This is an optimization exercise on Yosys and OpenROAD, whose aim is small area and a short achievable clock period, not a production implementation. RTL that was checked went through simulation tests only; none was proved equivalent to the original.

==> job 9030 <==
==> flow/design.v <==
module hpm_counters #(
  parameter int XLEN         = 32,
  parameter int CNT_LEN      = 64,
  parameter int N_HPM        = 4,
  parameter int N_EVENTS     = 8,
  parameter int CSR_CMD_LEN  = 3,
  parameter int CSR_ADDR_LEN = 12
) (
  input  logic                    clk,
  input  logic                    reset,
  input  logic [CSR_CMD_LEN-1:0]  cmd,
  input  logic [CSR_ADDR_LEN-1:0] addr,
  input  logic [XLEN-1:0]         wdata,
  input  logic                    retire,
  input  logic [N_EVENTS-1:0]     events,
  output logic [XLEN-1:0]         rdata,
  output logic                    illegal,
  output logic                    ovf_irq
);
  localparam int NC = 3 + N_HPM;    
  localparam int EW = 4;            
  localparam int G  = 4;            
  localparam int NG = 64 / G;
  logic [31:0]   cnt_lo [NC];
  logic [31:0]   cnt_hi [NC];
  logic [NC-1:0] inhibit;
  logic [NC-1:0] ovf;
  logic [EW-1:0] evsel [N_HPM];
  logic is_wr, is_w, is_s, is_c;
  assign is_w  = (cmd == 3'd2);
  assign is_s  = (cmd == 3'd3);
  assign is_c  = (cmd == 3'd4);
  assign is_wr = is_w | is_s | is_c;
  logic [NC-1:0] h_lo, h_hi;
  for (genvar i = 0; i < NC; i++) begin : g_h
    assign h_lo[i] = (addr[2:0] == 3'(i)) & ~addr[7];
    assign h_hi[i] = (addr[2:0] == 3'(i)) &  addr[7];
  end
  logic a_b, a_c, a_cnt, a_7;
  assign a_b   = (addr[11:8] == 4'hB);
  assign a_c   = (addr[11:8] == 4'hC);
  assign a_cnt = (addr[6:3] == 4'h0);
  assign a_7   = (addr[2:0] == 3'd7);
  logic v_rd;       
  logic v_wr;       
  assign v_rd = (a_b | (a_c & ~is_wr)) & a_cnt;
  assign v_wr = is_wr & a_b & a_cnt;
  logic [N_HPM-1:0] s_ev;
  logic s_inh, s_ovf, a_3xx;
  assign a_3xx = (addr[11:3] == 9'h064);    
  assign s_inh = a_3xx & (addr[2:0] == 3'd0);
  for (genvar j = 0; j < N_HPM; j++) begin : g_sev
    assign s_ev[j] = a_3xx & (addr[2:0] == 3'(3 + j));
  end
  assign s_ovf = (addr == 12'h7C0);
  logic hit;
  assign hit = ((a_b | a_c) & a_cnt & ~a_7) | s_inh | (|s_ev) | s_ovf;
  assign illegal = (|cmd) & (~hit | (a_c & a_cnt & ~a_7 & is_wr));
  logic [31:0] m_cnt, cur;
  logic [EW-1:0] m_ev;
  logic [NC-1:0] m_small;
  always_comb begin
    m_cnt = '0;
    for (int i = 0; i < NC; i++)
      m_cnt = m_cnt | ({32{h_lo[i]}} & cnt_lo[i]) | ({32{h_hi[i]}} & cnt_hi[i]);
    m_ev = '0;
    for (int j = 0; j < N_HPM; j++)
      m_ev = m_ev | ({EW{s_ev[j]}} & evsel[j]);
  end
  assign m_small = ({NC{s_inh}} & inhibit) | ({NC{s_ovf}} & ovf) | NC'(m_ev);
  assign cur = ({32{v_rd}} & m_cnt) | 32'(m_small);
  assign rdata = cur;
  logic [31:0] nv;
  assign nv = ({32{is_w}} & wdata) | ({32{is_s}} & (cur | wdata)) |
              ({32{is_c}} & cur & ~wdata);
  logic [NC-1:0] ws_lo, ws_hi, w_any;
  assign ws_lo = {NC{v_wr}} & h_lo;
  assign ws_hi = {NC{v_wr}} & h_hi;
  assign w_any = ws_lo | ws_hi;
  logic [N_HPM-1:0] ev_hit;
  for (genvar j = 0; j < N_HPM; j++) begin : g_ev
    logic [15:0] ev_oh;     
    assign ev_oh = 16'd1 << evsel[j];
    assign ev_hit[j] = |(ev_oh[N_EVENTS:1] & events);
  end
  logic [NC-1:0] inc;
  assign inc[0] = ~inhibit[0];
  assign inc[1] = 1'b1;
  assign inc[2] = ~inhibit[2] & retire;
  assign inc[NC-1:3] = ~inhibit[NC-1:3] & ev_hit;
  function automatic logic all_below(input logic [NG-1:0] a, input int g);
    all_below = 1'b1;
    for (int k = 0; k < NG; k++) if (k <= g) all_below = all_below & a[k];
  endfunction
  logic [NC-1:0] wrap;
  for (genvar i = 0; i < NC; i++) begin : g_cnt
    logic [63:0]   q, d;
    logic [NG-1:0] all1;      
    logic [NG:0]   pre;       
    assign q = {cnt_hi[i], cnt_lo[i]};
    for (genvar g = 0; g < NG; g++) begin : g_a
      assign all1[g] = &q[g*G +: G];
    end
    assign pre[0] = 1'b1;
    for (genvar g = 0; g < NG; g++) begin : g_p
      assign pre[g+1] = all_below(all1, g);
    end
    for (genvar g = 0; g < NG; g++) begin : g_grp
      logic [G:0] c;
      assign c[0] = inc[i] & pre[g] & ~w_any[i];
      for (genvar b = 0; b < G; b++) begin : g_b
        assign c[b+1] = c[b] & q[g*G+b];
      end
      assign d[g*G +: G] = q[g*G +: G] ^ c[G-1:0];
    end
    assign wrap[i] = inc[i] & pre[NG] & ~w_any[i];
    always_ff @(posedge clk or negedge reset) begin
      if (!reset) begin
        cnt_lo[i] <= '0;
        cnt_hi[i] <= '0;
      end else begin
        cnt_lo[i] <= ws_lo[i] ? nv : d[31:0];
        cnt_hi[i] <= ws_hi[i] ? nv : d[63:32];
      end
    end
  end
  always_ff @(posedge clk or negedge reset) begin
    if (!reset) begin
      inhibit <= '0;
      ovf     <= '0;
      for (int j = 0; j < N_HPM; j++) evsel[j] <= '0;
    end else begin
      if (is_wr & s_inh) inhibit <= nv[NC-1:0] & 7'b1111101;
      for (int j = 0; j < N_HPM; j++)
        if (is_wr & s_ev[j]) evsel[j] <= nv[EW-1:0];
      ovf <= (((is_wr & s_ovf) ? nv[NC-1:0] : ovf) | wrap) & 7'b1111101;
    end
  end
  assign ovf_irq = |ovf;
endmodule
==> flow/flow/run.sh <==
#!/bin/bash
set -o pipefail
bash standard.sh MATCH_CELL_FOOTPRINT=0 \
  BUFFER_PORTS_ARGS="-buffer_cell sky130_fd_sc_hd__buf_2" finish > flow_make.log 2>&1
==> flow/standard.sh <==
#!/bin/bash
# synth_recipe.tcl (not shown) runs the flow's synth.tcl, then flattens the netlist and writes it again
# the make line also repeats each setting of config.mk as NAME=value (left out here)
make -C /OpenROAD-flow-scripts/flow DESIGN_CONFIG=/design/flow/config.mk WORK_HOME=/design/flow/orfs CLKGATE_MAP_FILE= SYNTH_SCRIPT=/design/flow/synth_recipe.tcl "${@:-finish}"
==> flow/config.mk <==
export PLATFORM = sky130hd
export DESIGN_NAME = hpm_counters
export DESIGN_NICKNAME = hpm_counters
export VERILOG_FILES = /design/flow/design.v
export SDC_FILE = /design/flow/constraint.sdc
export NUM_CORES = 4
export LEC_CHECK = 0
export CAP_MARGIN = 20
export CORE_MARGIN = 2
export CORE_UTILIZATION = 30
export CTS_BUF_LIST = sky130_fd_sc_hd__clkbuf_4
export SETUP_SLACK_MARGIN = 4.0
export SLEW_MARGIN = 20
==> flow/constraint.sdc <==
create_clock -name core_clock -period 10.0 [get_ports {clk}]
set_input_delay 2.0000 -clock core_clock [delete_from_list [all_inputs] [get_ports {clk}]]
set_output_delay 2.0000 -clock core_clock [all_outputs]
set_load 0.01 [all_outputs]
==> job 8778 (differences from job 9030) <==
==> flow/design.v, changed modules only <==
module hpm_counters #(
  parameter int XLEN         = 32,
  parameter int CNT_LEN      = 64,
  parameter int N_HPM        = 4,
  parameter int N_EVENTS     = 8,
  parameter int CSR_CMD_LEN  = 3,
  parameter int CSR_ADDR_LEN = 12
) (
  input  logic                    clk,
  input  logic                    reset,
  input  logic [CSR_CMD_LEN-1:0]  cmd,
  input  logic [CSR_ADDR_LEN-1:0] addr,
  input  logic [XLEN-1:0]         wdata,
  input  logic                    retire,
  input  logic [N_EVENTS-1:0]     events,
  output logic [XLEN-1:0]         rdata,
  output logic                    illegal,
  output logic                    ovf_irq
);
  localparam int NC = 3 + N_HPM;    
  localparam int EW = 4;            
  logic [31:0] cnt_lo [NC];
  logic [31:0] cnt_hi [NC];
  logic [NC-1:0] inhibit;
  logic [NC-1:0] ovf;
  logic [EW-1:0] evsel [N_HPM];
  logic is_wr, is_w, is_s, is_c, cmd_nz;
  assign cmd_nz = |cmd;
  assign is_w   = (cmd == 3'd2);
  assign is_s   = (cmd == 3'd3);
  assign is_c   = (cmd == 3'd4);
  assign is_wr  = is_w | is_s | is_c;
  logic a_b, a_c, a_cnt, a_lo, a_hi;
  logic [7:0] a_idx;
  assign a_b   = (addr[11:8] == 4'hB);
  assign a_c   = (addr[11:8] == 4'hC);
  assign a_cnt = (addr[6:3] == 4'h0);
  assign a_lo  = ~addr[7];
  assign a_hi  = addr[7];
  always_comb begin
    for (int k = 0; k < 8; k++) a_idx[k] = (addr[2:0] == 3'(k));
  end
  logic [NC-1:0] rs_lo, rs_hi, ws_lo, ws_hi;
  logic [N_HPM-1:0] s_ev;
  logic s_inh, s_ovf, s_cntb, s_cntc;
  assign s_cntb = a_b & a_cnt & ~a_idx[7];
  assign s_cntc = a_c & a_cnt & ~a_idx[7];
  always_comb begin
    for (int i = 0; i < NC; i++) begin
      rs_lo[i] = (a_b | (a_c & ~is_wr)) & a_cnt & a_lo & a_idx[i];
      rs_hi[i] = (a_b | (a_c & ~is_wr)) & a_cnt & a_hi & a_idx[i];
      ws_lo[i] = is_wr & a_b & a_cnt & a_lo & a_idx[i];
      ws_hi[i] = is_wr & a_b & a_cnt & a_hi & a_idx[i];
    end
  end
  logic a_3xx;
  assign a_3xx = (addr[11:3] == 9'h064);    
  assign s_inh = a_3xx & a_idx[0];
  always_comb begin
    for (int j = 0; j < N_HPM; j++) s_ev[j] = a_3xx & a_idx[3+j];
  end
  assign s_ovf = (addr == 12'h7C0);
  logic hit;
  assign hit = s_cntb | s_cntc | s_inh | (|s_ev) | s_ovf;
  assign illegal = cmd_nz & (~hit | (s_cntc & is_wr));
  logic [31:0] cur;
  always_comb begin
    cur = '0;
    for (int i = 0; i < NC; i++) begin
      cur = cur | ({32{rs_lo[i]}} & cnt_lo[i]) | ({32{rs_hi[i]}} & cnt_hi[i]);
    end
    for (int j = 0; j < N_HPM; j++) cur[EW-1:0] = cur[EW-1:0] | ({EW{s_ev[j]}} & evsel[j]);
    cur[NC-1:0] = cur[NC-1:0] | ({NC{s_inh}} & inhibit) | ({NC{s_ovf}} & ovf);
  end
  assign rdata = cur;
  logic [31:0] nv;
  assign nv = ({32{is_w}} & wdata) | ({32{is_s}} & (cur | wdata)) |
              ({32{is_c}} & cur & ~wdata);
  logic [NC-1:0] w_any;
  assign w_any = ws_lo | ws_hi;
  logic [N_HPM-1:0] ev_hit;
  always_comb begin
    for (int j = 0; j < N_HPM; j++) begin
      ev_hit[j] = 1'b0;
      for (int k = 0; k < N_EVENTS; k++)
        if (evsel[j] == EW'(k + 1)) ev_hit[j] = events[k];
    end
  end
  logic [NC-1:0] inc;
  always_comb begin
    inc[0] = ~inhibit[0];
    inc[1] = 1'b1;
    inc[2] = ~inhibit[2] & retire;
    for (int j = 0; j < N_HPM; j++) inc[3+j] = ~inhibit[3+j] & ev_hit[j];
  end
  logic [NC-1:0] wrap;
  localparam int G  = 8;
  localparam int NG = 64 / G;
  for (genvar i = 0; i < NC; i++) begin : g_cnt
    logic [63:0] q, d;
    logic [NG:0] p;           
    logic [NG-1:0] all1;
    logic [NG-1:0] cin;
    assign q = {cnt_hi[i], cnt_lo[i]};
    assign p[0] = inc[i];
    for (genvar g = 0; g < NG; g++) begin : g_grp
      logic [G:0] c;
      assign all1[g] = &q[g*G +: G];
      assign p[g+1]  = p[g] & all1[g];
      assign cin[g]  = p[g] & ~w_any[i];
      assign c[0] = cin[g];
      for (genvar b = 0; b < G; b++) begin : g_b
        assign c[b+1] = c[b] & q[g*G+b];
      end
      assign d[g*G +: G] = q[g*G +: G] ^ c[G-1:0];
    end
    assign wrap[i] = p[NG] & ~w_any[i];
    always_ff @(posedge clk or negedge reset) begin
      if (!reset) begin
        cnt_lo[i] <= '0;
        cnt_hi[i] <= '0;
      end else begin
        cnt_lo[i] <= ws_lo[i] ? nv : d[31:0];
        cnt_hi[i] <= ws_hi[i] ? nv : d[63:32];
      end
    end
  end
  logic we_ovf;
  assign we_ovf = is_wr & s_ovf;
  always_ff @(posedge clk or negedge reset) begin
    if (!reset) begin
      inhibit <= '0;
      ovf     <= '0;
      for (int j = 0; j < N_HPM; j++) evsel[j] <= '0;
    end else begin
      if (is_wr & s_inh) inhibit <= nv[NC-1:0] & 7'b1111101;
      for (int j = 0; j < N_HPM; j++)
        if (is_wr & s_ev[j]) evsel[j] <= nv[EW-1:0];
      ovf <= ((we_ovf ? nv[NC-1:0] : ovf) | wrap) & 7'b1111101;
    end
  end
  assign ovf_irq = |ovf;
endmodule
==> flow/run.sh (new file) <==
#!/bin/bash
# synth_recipe.tcl (not shown) runs the flow's synth.tcl, then flattens the netlist and writes it again
# the make line also repeats each setting of config.mk as NAME=value (left out here)
make -C /OpenROAD-flow-scripts/flow DESIGN_CONFIG=/design/flow/config.mk WORK_HOME=/design/flow/orfs CLKGATE_MAP_FILE= SYNTH_SCRIPT=/design/flow/synth_recipe.tcl finish
--- a/flow/config.mk
+++ b/flow/config.mk
@@ -9,5 +9,3 @@
 export CORE_MARGIN = 2
 export CORE_UTILIZATION = 30
-export CTS_BUF_LIST = sky130_fd_sc_hd__clkbuf_4
-export SETUP_SLACK_MARGIN = 4.0
 export SLEW_MARGIN = 20
removed: flow/flow/run.sh
removed: flow/standard.sh
==> job 5438 (differences from job 9030) <==
==> flow/run.sh (new file) <==
#!/bin/bash
# synth_recipe.tcl (not shown) runs the flow's synth.tcl, then flattens the netlist and writes it again
# the make line also repeats each setting of config.mk as NAME=value (left out here)
make -C /OpenROAD-flow-scripts/flow DESIGN_CONFIG=/design/flow/config.mk WORK_HOME=/design/flow/orfs CLKGATE_MAP_FILE= SYNTH_SCRIPT=/design/flow/synth_recipe.tcl finish
--- a/flow/config.mk
+++ b/flow/config.mk
@@ -9,5 +9,5 @@
 export CORE_MARGIN = 2
 export CORE_UTILIZATION = 30
-export CTS_BUF_LIST = sky130_fd_sc_hd__clkbuf_4
-export SETUP_SLACK_MARGIN = 4.0
+export CTS_BUF_LIST = sky130_fd_sc_hd__clkbuf_4 sky130_fd_sc_hd__clkbuf_8
+export SETUP_SLACK_MARGIN = 3.5
 export SLEW_MARGIN = 20
removed: flow/flow/run.sh
removed: flow/standard.sh
==> comparison table <==
metric	job 8778	job 5438	job 9030
Result of the run	no timing/DRC/antenna violations	no timing/DRC/antenna violations	no timing/DRC/antenna violations
Worst-case reg-to-reg path depth	17	13	13
Number of optimization iterations in the first detailed-route pass	6	6	8
Capture point of the critical path	rdata[12]	rdata[0]	rdata[5]
Launch instance of the worst min-delay path	evsel[2][3]	inhibit[3]	inhibit[3]
Area of the multi-input gates	16500 µm²	16000 µm²	16100 µm²
Maximum number of pins on one net before global-route repair	147	162	74
Count of clock buffers in the final design	81	135	201
Slack of the worst reg-to-reg path	4620 ps	5180 ps	5250 ps
Share of the synthesized area in the top cell type	0.408	0.418	0.418
Post-Layout Inst Area	33600 µm²	33200 µm²	33100 µm²
Depth of the critical timing path with buffers and inverters included	9	7	9
Buffer share of cell area	0.0487	0.0502	0.0482
Number of setup buffers added after CTS	0	11	12
Adder-cell area share of the yosys netlist	0.168	0.148	0.148
Synthesized instance count	2988	3059	3059
RSZ-0062 raised after global routing	false	true	true
Number of standard cells in the final layout excluding fillers	4348	4445	4558
Fill cell instance count of the final layout	9769	9523	9682
F_max	0.118 GHz	0.153 GHz	0.165 GHz
The RTL of job 8778 was laid out without a check of its function.

[port drivers added, routing unchanged]
The results above use ideal ports. As a check the final layouts listed here were re-extracted and re-timed, cells and wires unchanged. Step 1, drivers: a clkbuf_16 drives clk and a buf_2 each remaining input, both assumed. Step 2 adds t to the input delays and takes it off the output delays; t is the mean of the earliest and latest rising clock arrival at the registers after step 1. Input paths then give back, and output paths get back, about the clock's delay inside the block. Slacks: ideal / step 1 / step 2; pairs: ideal / step 1.
| run | t (ns) | setup slack, ns | latest minus earliest clock arrival (ns) |
|---|---|---|---|
| job 9030 | 1.056 | 3.944 / 3.776 / 3.196 | 0.083 / 0.082 |
| job 8778 | 0.704 | 1.542 / 1.515 / 1.515 | 0.019 / 0.019 |
| job 5438 | 0.768 | 3.448 / 3.362 / 2.874 | 0.037 / 0.037 |
After both steps setup and hold are still met in every run listed. For job 9030, which loses most, drivers alone change the setup slack by -0.168 ns; drivers and shift together by -0.748 ns.
